This is an optimization exercise on Yosys and OpenROAD, whose aim is small area, a short achievable clock period and few clock cycles, not a production implementation. At most, simulation tests tie the RTL to the original design; equivalence was not proved. Power is estimated from default activity; no workload was simulated.

==> v29 <==
==> flow/design.v (excerpt) <==
module alu_operand_seq
#(
    parameter int ALU_LAT = 1,
    parameter int NUM_OPS = alu_operand_seq_pkg::NUM_OPS_DEF
) (
    input  logic                 clk,
    input  logic                 rst,
    input  logic                 CMD_VALID,
    output logic                 CMD_READY,
    input  logic [alu_operand_seq_pkg::OP_W-1:0]      CMD_OP,
    input  logic [alu_operand_seq_pkg::REG_IDX_W-1:0] CMD_RS,
    input  logic [alu_operand_seq_pkg::REG_IDX_W-1:0] CMD_RT,
    input  logic [alu_operand_seq_pkg::REG_IDX_W-1:0] CMD_RD,
    input  logic                 CMD_USE_IMM,
    input  logic [alu_operand_seq_pkg::IMM_W-1:0]     CMD_IMM,
    output logic [alu_operand_seq_pkg::DATA_W-1:0]    ALU_A,
    output logic [alu_operand_seq_pkg::DATA_W-1:0]    ALU_B,
    output logic [alu_operand_seq_pkg::OP_W-1:0]      ALU_OP,
    input  logic [alu_operand_seq_pkg::DATA_W-1:0]    ALU_OUT,
    output logic                 DONE,
    output logic [alu_operand_seq_pkg::DATA_W-1:0]    RESULT,
    output logic                 ERR,
    input  logic [alu_operand_seq_pkg::REG_IDX_W-1:0] DBG_ADDR,
    output logic [alu_operand_seq_pkg::DATA_W-1:0]    DBG_DATA
);
    localparam int W = alu_operand_seq_pkg::DATA_W;
    localparam int N = alu_operand_seq_pkg::NUM_REGS;
    logic         w_accept;
    logic         w_fwd_a, w_fwd_b;
    logic         f_v, f_idle;
    logic [4:0]   f_op, f_rd;
    logic [4:0]   f_rs, f_rt;
    logic [N-1:1] w_rt_sel;
    logic         f_fwd_a, f_fwd_b;
    logic         f_ui;
    logic [15:0]  f_imm;
    logic         f_legal, f_we;
    logic         e_done, e_err, e_we;
    logic [4:0]   e_rd;
    logic [W-1:0] r_alu_a, r_alu_b;
    logic [4:0]   r_alu_op;
    logic [W-1:0] r_result;
    logic         r_done, r_err;
    logic [N-1:1][W-1:0] w_regs;
    logic [W-1:0] w_ra_data, w_rb_data;
    assign CMD_READY = !rst;
    assign w_accept  = CMD_VALID && !rst;
    assign f_legal   = int'(f_op) < NUM_OPS;
  ...
==> module alu_regfile, before the edit <==
module alu_regfile
(
    input  logic                 clk,
    input  logic                 rst,
    input  logic                 i_we,
    input  logic [alu_operand_seq_pkg::REG_IDX_W-1:0] i_wa,
    input  logic [alu_operand_seq_pkg::DATA_W-1:0]    i_wd,
    output logic [alu_operand_seq_pkg::NUM_REGS-1:1][alu_operand_seq_pkg::DATA_W-1:0] o_regs
);
    localparam int N = alu_operand_seq_pkg::NUM_REGS;
    localparam int W = alu_operand_seq_pkg::DATA_W;
    logic [W-1:0] w_wd;
    logic [N-1:1] w_en, w_en_n;
    assign w_wd = i_wd & {W{~rst}};
    alu_rf_wdec u_wdec (
        .rst    (rst),
        .i_we   (i_we),
        .i_wa   (i_wa),
        .o_en   (w_en),
        .o_en_n (w_en_n)
    );
    for (genvar i = 1; i < N; i++) begin : g_row
        alu_rf_row u_row (
            .clk    (clk),
            .i_en   (w_en[i]),
            .i_en_n (w_en_n[i]),
            .i_wd   (w_wd),
            .o_q    (o_regs[i])
        );
    end
endmodule
==> module alu_rf_wdec, before the edit <==
module alu_rf_wdec
(
    input  logic                 rst,
    input  logic                 i_we,
    input  logic [alu_operand_seq_pkg::REG_IDX_W-1:0] i_wa,
    output logic [alu_operand_seq_pkg::NUM_REGS-1:1]  o_en,
    output logic [alu_operand_seq_pkg::NUM_REGS-1:1]  o_en_n
);
    always_comb begin
        for (int i = 1; i < alu_operand_seq_pkg::NUM_REGS; i++) begin
            o_en[i]   = rst || (i_we && i_wa == 5'(i));
            o_en_n[i] = !(rst || (i_we && i_wa == 5'(i)));
        end
    end
endmodule
==> module alu_rf_row, before the edit <==
module alu_rf_row
(
    input  logic                                   clk,
    input  logic                                   i_en,
    input  logic                                   i_en_n,
    input  logic [alu_operand_seq_pkg::DATA_W-1:0] i_wd,
    output logic [alu_operand_seq_pkg::DATA_W-1:0] o_q
);
    localparam int W = alu_operand_seq_pkg::DATA_W;
    logic [W-1:0] r_q;
    always_ff @(posedge clk) begin
        r_q <= (r_q & {W{i_en_n}}) | (i_wd & {W{i_en}});
    end
    assign o_q = r_q;
endmodule
==> module alu_dbg_sel, before the edit <==
module alu_dbg_sel
(
    input  logic                 i_idle,
    input  logic [alu_operand_seq_pkg::REG_IDX_W-1:0] i_rs,
    input  logic [alu_operand_seq_pkg::REG_IDX_W-1:0] i_dbg_addr,
    output logic [alu_operand_seq_pkg::NUM_REGS-1:1]  o_sel
);
    logic [3:0] w_rs_lo, w_dbg_lo;
    logic [7:0] w_rs_hi, w_dbg_hi;
    alu_dec2            u_rs_lo  (                .i_a(i_rs[1:0]),       .o_sel(w_rs_lo));
    alu_dec3            u_rs_hi  (                .i_a(i_rs[4:2]),       .o_sel(w_rs_hi));
    alu_dec2            u_dbg_lo (                .i_a(i_dbg_addr[1:0]), .o_sel(w_dbg_lo));
    alu_dec3            u_dbg_hi (                .i_a(i_dbg_addr[4:2]), .o_sel(w_dbg_hi));
    always_comb begin
        for (int i = 1; i < alu_operand_seq_pkg::NUM_REGS; i++) begin
            o_sel[i] = (w_rs_lo[i % 4] && w_rs_hi[i / 4])
                    || (w_dbg_lo[i % 4] && w_dbg_hi[i / 4] && i_idle);
        end
    end
endmodule
==> flow/config.mk <==
export PLATFORM = sky130hd
export DESIGN_NAME = alu_operand_seq
export DESIGN_NICKNAME = alu_operand_seq
export VERILOG_FILES = /design/flow/design.v
export SDC_FILE = /design/flow/constraint.sdc
export NUM_CORES = 4
export LEC_CHECK = 0
export CAP_MARGIN = 20
export CORE_MARGIN = 2
export CORE_UTILIZATION = 62
export CTS_BUF_LIST = sky130_fd_sc_hd__clkbuf_8
export CTS_CLUSTER_DIAMETER = 60
export CTS_CLUSTER_SIZE = 16
export SETUP_SLACK_MARGIN = 2.5
export SLEW_MARGIN = 20
export SYNTH_HIERARCHICAL = 1
==> flow/constraint.sdc <==
create_clock -name core_clock -period 6.0 [get_ports {clk}]
set_input_delay 1.2000 -clock core_clock [delete_from_list [all_inputs] [get_ports {clk}]]
set_output_delay 1.2000 -clock core_clock [all_outputs]
set_load 0.01 [all_outputs]
standard.sh (not shown) runs the stock make flow with config.mk's settings and CLKGATE_MAP_FILE= SYNTH_SCRIPT=/design/flow/synth_recipe.tcl, a recipe that flattens the netlist after the stock synthesis.
==> flow/flow/run.sh <==
#!/bin/bash
# The standard layout (the standard.sh: standard synthesis, then ORFS to
# finish) with these changes:
#  - ports are buffered with buf_1 instead of the delay-buffer cell that
#    buffer_ports picks by default;
#  - repair may resize cells to other footprints (MATCH_CELL_FOOTPRINT=0);
#  - clock tree synthesis inserts no dummy loads (the same arguments as
#    ORFS builds from config.mk, plus -dont_use_dummy_load).
# The full make output goes to flow_make.log in the work folder; ORFS keeps
# each step's log under orfs/logs/.
set -euo pipefail
bash standard.sh MATCH_CELL_FOOTPRINT=0 \
    "CTS_ARGS=-sink_clustering_enable -repair_clock_nets -sink_clustering_size 16 -sink_clustering_max_diameter 60 -buf_list sky130_fd_sc_hd__clkbuf_8 -dont_use_dummy_load" \
    "BUFFER_PORTS_ARGS=-buffer_cell sky130_fd_sc_hd__buf_1" \
    finish > flow_make.log 2>&1
==> inputs of v2, as changes to v29 <==
--- a/flow/design.v
+++ b/flow/design.v
@@ -22,51 +22,17 @@
     localparam int W = alu_operand_seq_pkg::DATA_W;
+    logic [N-1:1][W-1:0] r_mem;
     logic [W-1:0] w_wd;
-    logic [N-1:1] w_en, w_en_n;
+    logic [N-1:1] w_en;
     assign w_wd = i_wd & {W{~rst}};
-    alu_rf_wdec u_wdec (
-        .rst    (rst),
-        .i_we   (i_we),
-        .i_wa   (i_wa),
-        .o_en   (w_en),
-        .o_en_n (w_en_n)
-    );
-    for (genvar i = 1; i < N; i++) begin : g_row
-        alu_rf_row u_row (
-            .clk    (clk),
-            .i_en   (w_en[i]),
-            .i_en_n (w_en_n[i]),
-            .i_wd   (w_wd),
-            .o_q    (o_regs[i])
-        );
-    end
-endmodule
-module alu_rf_wdec
-(
-    input  logic                 rst,
-    input  logic                 i_we,
-    input  logic [alu_operand_seq_pkg::REG_IDX_W-1:0] i_wa,
-    output logic [alu_operand_seq_pkg::NUM_REGS-1:1]  o_en,
-    output logic [alu_operand_seq_pkg::NUM_REGS-1:1]  o_en_n
-);
     always_comb begin
-        for (int i = 1; i < alu_operand_seq_pkg::NUM_REGS; i++) begin
-            o_en[i]   = rst || (i_we && i_wa == 5'(i));
-            o_en_n[i] = !(rst || (i_we && i_wa == 5'(i)));
+        for (int i = 1; i < N; i++) begin
+            w_en[i] = rst | (i_we && i_wa == 5'(i));
         end
     end
-endmodule
-module alu_rf_row
-(
-    input  logic                                   clk,
-    input  logic                                   i_en,
-    input  logic                                   i_en_n,
-    input  logic [alu_operand_seq_pkg::DATA_W-1:0] i_wd,
-    output logic [alu_operand_seq_pkg::DATA_W-1:0] o_q
-);
-    localparam int W = alu_operand_seq_pkg::DATA_W;
-    logic [W-1:0] r_q;
     always_ff @(posedge clk) begin
-        r_q <= (r_q & {W{i_en_n}}) | (i_wd & {W{i_en}});
+        for (int i = 1; i < N; i++) begin
+            if (w_en[i]) r_mem[i] <= w_wd;
+        end
     end
-    assign o_q = r_q;
+    assign o_regs = r_mem;
 endmodule
@@ -316,3 +282,4 @@
 );
-    logic [3:0] w_rs_lo, w_dbg_lo;
+    logic [3:0] w_rs_lo;
+    logic [1:0][3:0] w_dbg_lo;
     logic [7:0] w_rs_hi, w_dbg_hi;
@@ -320,3 +287,4 @@
     alu_dec3            u_rs_hi  (                .i_a(i_rs[4:2]),       .o_sel(w_rs_hi));
-    alu_dec2            u_dbg_lo (                .i_a(i_dbg_addr[1:0]), .o_sel(w_dbg_lo));
+    alu_dec2            u_dbg_lo0(                .i_a(i_dbg_addr[1:0]), .o_sel(w_dbg_lo[0]));
+    alu_dec2            u_dbg_lo1(                .i_a(i_dbg_addr[1:0]), .o_sel(w_dbg_lo[1]));
     alu_dec3            u_dbg_hi (                .i_a(i_dbg_addr[4:2]), .o_sel(w_dbg_hi));
@@ -325,3 +293,3 @@
             o_sel[i] = (w_rs_lo[i % 4] && w_rs_hi[i / 4])
-                    || (w_dbg_lo[i % 4] && w_dbg_hi[i / 4] && i_idle);
+                    || (w_dbg_lo[i / 16][i % 4] && w_dbg_hi[i / 4] && i_idle);
         end
==> flow/flow/run.sh (replaced) <==
#!/bin/bash
# The standard layout (the standard.sh: standard synthesis, then ORFS to
# finish) with two changes to how the resizer works:
#  - ports are buffered with buf_2 instead of the delay-buffer cell that
#    buffer_ports picks by default;
#  - repair may resize cells to other footprints (MATCH_CELL_FOOTPRINT=0).
# The full make output goes to flow_make.log in the work folder; ORFS keeps
# each step's log under orfs/logs/.
set -euo pipefail
bash standard.sh MATCH_CELL_FOOTPRINT=0 \
    "BUFFER_PORTS_ARGS=-buffer_cell sky130_fd_sc_hd__buf_2" \
    finish > flow_make.log 2>&1
Settings changed: CORE_UTILIZATION 62 to 55.
==> inputs of v4, as changes to v29 <==
--- a/flow/design.v
+++ b/flow/design.v
@@ -22,51 +22,17 @@
     localparam int W = alu_operand_seq_pkg::DATA_W;
+    logic [N-1:1][W-1:0] r_mem;
     logic [W-1:0] w_wd;
-    logic [N-1:1] w_en, w_en_n;
+    logic [N-1:1] w_en;
     assign w_wd = i_wd & {W{~rst}};
-    alu_rf_wdec u_wdec (
-        .rst    (rst),
-        .i_we   (i_we),
-        .i_wa   (i_wa),
-        .o_en   (w_en),
-        .o_en_n (w_en_n)
-    );
-    for (genvar i = 1; i < N; i++) begin : g_row
-        alu_rf_row u_row (
-            .clk    (clk),
-            .i_en   (w_en[i]),
-            .i_en_n (w_en_n[i]),
-            .i_wd   (w_wd),
-            .o_q    (o_regs[i])
-        );
-    end
-endmodule
-module alu_rf_wdec
-(
-    input  logic                 rst,
-    input  logic                 i_we,
-    input  logic [alu_operand_seq_pkg::REG_IDX_W-1:0] i_wa,
-    output logic [alu_operand_seq_pkg::NUM_REGS-1:1]  o_en,
-    output logic [alu_operand_seq_pkg::NUM_REGS-1:1]  o_en_n
-);
     always_comb begin
-        for (int i = 1; i < alu_operand_seq_pkg::NUM_REGS; i++) begin
-            o_en[i]   = rst || (i_we && i_wa == 5'(i));
-            o_en_n[i] = !(rst || (i_we && i_wa == 5'(i)));
+        for (int i = 1; i < N; i++) begin
+            w_en[i] = rst | (i_we && i_wa == 5'(i));
         end
     end
-endmodule
-module alu_rf_row
-(
-    input  logic                                   clk,
-    input  logic                                   i_en,
-    input  logic                                   i_en_n,
-    input  logic [alu_operand_seq_pkg::DATA_W-1:0] i_wd,
-    output logic [alu_operand_seq_pkg::DATA_W-1:0] o_q
-);
-    localparam int W = alu_operand_seq_pkg::DATA_W;
-    logic [W-1:0] r_q;
     always_ff @(posedge clk) begin
-        r_q <= (r_q & {W{i_en_n}}) | (i_wd & {W{i_en}});
+        for (int i = 1; i < N; i++) begin
+            if (w_en[i]) r_mem[i] <= w_wd;
+        end
     end
-    assign o_q = r_q;
+    assign o_regs = r_mem;
 endmodule
--- a/flow/flow/run.sh
+++ b/flow/flow/run.sh
@@ -3,3 +3,3 @@
 # finish) with these changes:
-#  - ports are buffered with buf_1 instead of the delay-buffer cell that
+#  - ports are buffered with buf_2 instead of the delay-buffer cell that
 #    buffer_ports picks by default;
@@ -13,3 +13,3 @@
     "CTS_ARGS=-sink_clustering_enable -repair_clock_nets -sink_clustering_size 16 -sink_clustering_max_diameter 60 -buf_list sky130_fd_sc_hd__clkbuf_8 -dont_use_dummy_load" \
-    "BUFFER_PORTS_ARGS=-buffer_cell sky130_fd_sc_hd__buf_1" \
+    "BUFFER_PORTS_ARGS=-buffer_cell sky130_fd_sc_hd__buf_2" \
     finish > flow_make.log 2>&1
Settings changed: SETUP_SLACK_MARGIN 2.5 to 3.0.
==> summary.txt <==
item	v29	v4	v2
Area of the multi-input gates	0.0231 sq mm	0.0141 sq mm	0.0141 sq mm
Count of cells along the worst register-to-register path	6	6	5
Post-route setup slack	1.71 ns	1.80 ns	1.81 ns
Switching part of the total power	30.3%	25.7%	26.7%
Data arrival, critical path	3.09 ns	3.00 ns	2.99 ns
Row count	101	100	106
Portion of synthesized cell area occupied by the leading cell type	48.1%	64.2%	64.1%
Met1 routed wirelength after detailed routing	74800 microns	58000 microns	63600 microns
Register-to-register path setup slack	2.37 ns	2.95 ns	2.46 ns
Share of post-route cells with drive strength above 1	19.8%	30.9%	30.4%
Clock buf/inv share	2.44%	2.23%	3.50%
Outcome	timing/DRC/antenna clean	timing/DRC/antenna clean	timing/DRC/antenna clean
Post-CTS setup buffer count	29	48	71
Overall track demand over capacity in global routing	53.3%	44.6%	42.6%
Vertical extent of the die	281 microns	278 microns	295 microns
Power Sequential	8.84 mW	9.72 mW	9.73 mW
Summed instance area of the synthesized netlist	0.0476 sq mm	0.0464 sq mm	0.0465 sq mm
Placed cells	5158	4045	4224
Routed wire per std cell	41.5 microns	41.9 microns	42.1 microns
Post-placement setup slack	0.962 ns	1.24 ns	1.08 ns
RR Endpoint	r_alu_b[1]	r_alu_b[5]	r_alu_b[3]
Ratio of routed vias to standard cells	8.72	8.59	8.16
Synthesized net count	4205	2988	2992
Worst Setup EP	DBG_DATA[28]	DBG_DATA[23]	DBG_DATA[3]
Most repeated cell in the gate-level netlist after synthesis	sky130_fd_sc_hd__dfxtp_1	sky130_fd_sc_hd__edfxtp_1	sky130_fd_sc_hd__edfxtp_1
Dominant synthesized flop cell	sky130_fd_sc_hd__dfxtp_1	sky130_fd_sc_hd__edfxtp_1	sky130_fd_sc_hd__edfxtp_1
Number of synthesized flops with an enable pin	0	992	992
Testbench counts of v4, summed over its fixed seeds: cycles 12,016.
Only the layout flow was run in v29 and v2; the RTL was not checked for function there.

-- static timing again, ports no longer ideal --
How much do the figures lean on ideal ports? The routed layouts below were timed once more, with nothing changed but the port constraints. Step 1: set_driving_cell puts a clkbuf_16 on clk and a buf_2 on each other input, an assumption about the parent block. Step 2 also shifts input and output timing later by t, the mid clock arrival at the registers, as if the neighbouring blocks saw the same clock. Slacks: no drivers / after step 1 / after step 2; pairs: no drivers / after step 1.
run	t, ns	setup WS [ns]	latest minus earliest clock arrival (ns)
v29	0.820	1.706 / 1.649 / 1.649	0.087 / 0.087
v2	0.837	1.808 / 1.496 / 1.496	0.045 / 0.045
v4	0.789	1.801 / 1.495 / 1.495	0.070 / 0.070
After both steps every run listed still meets setup and hold. For v2, which loses most, drivers alone change the setup slack by -0.312 ns; drivers and shift together by -0.312 ns.
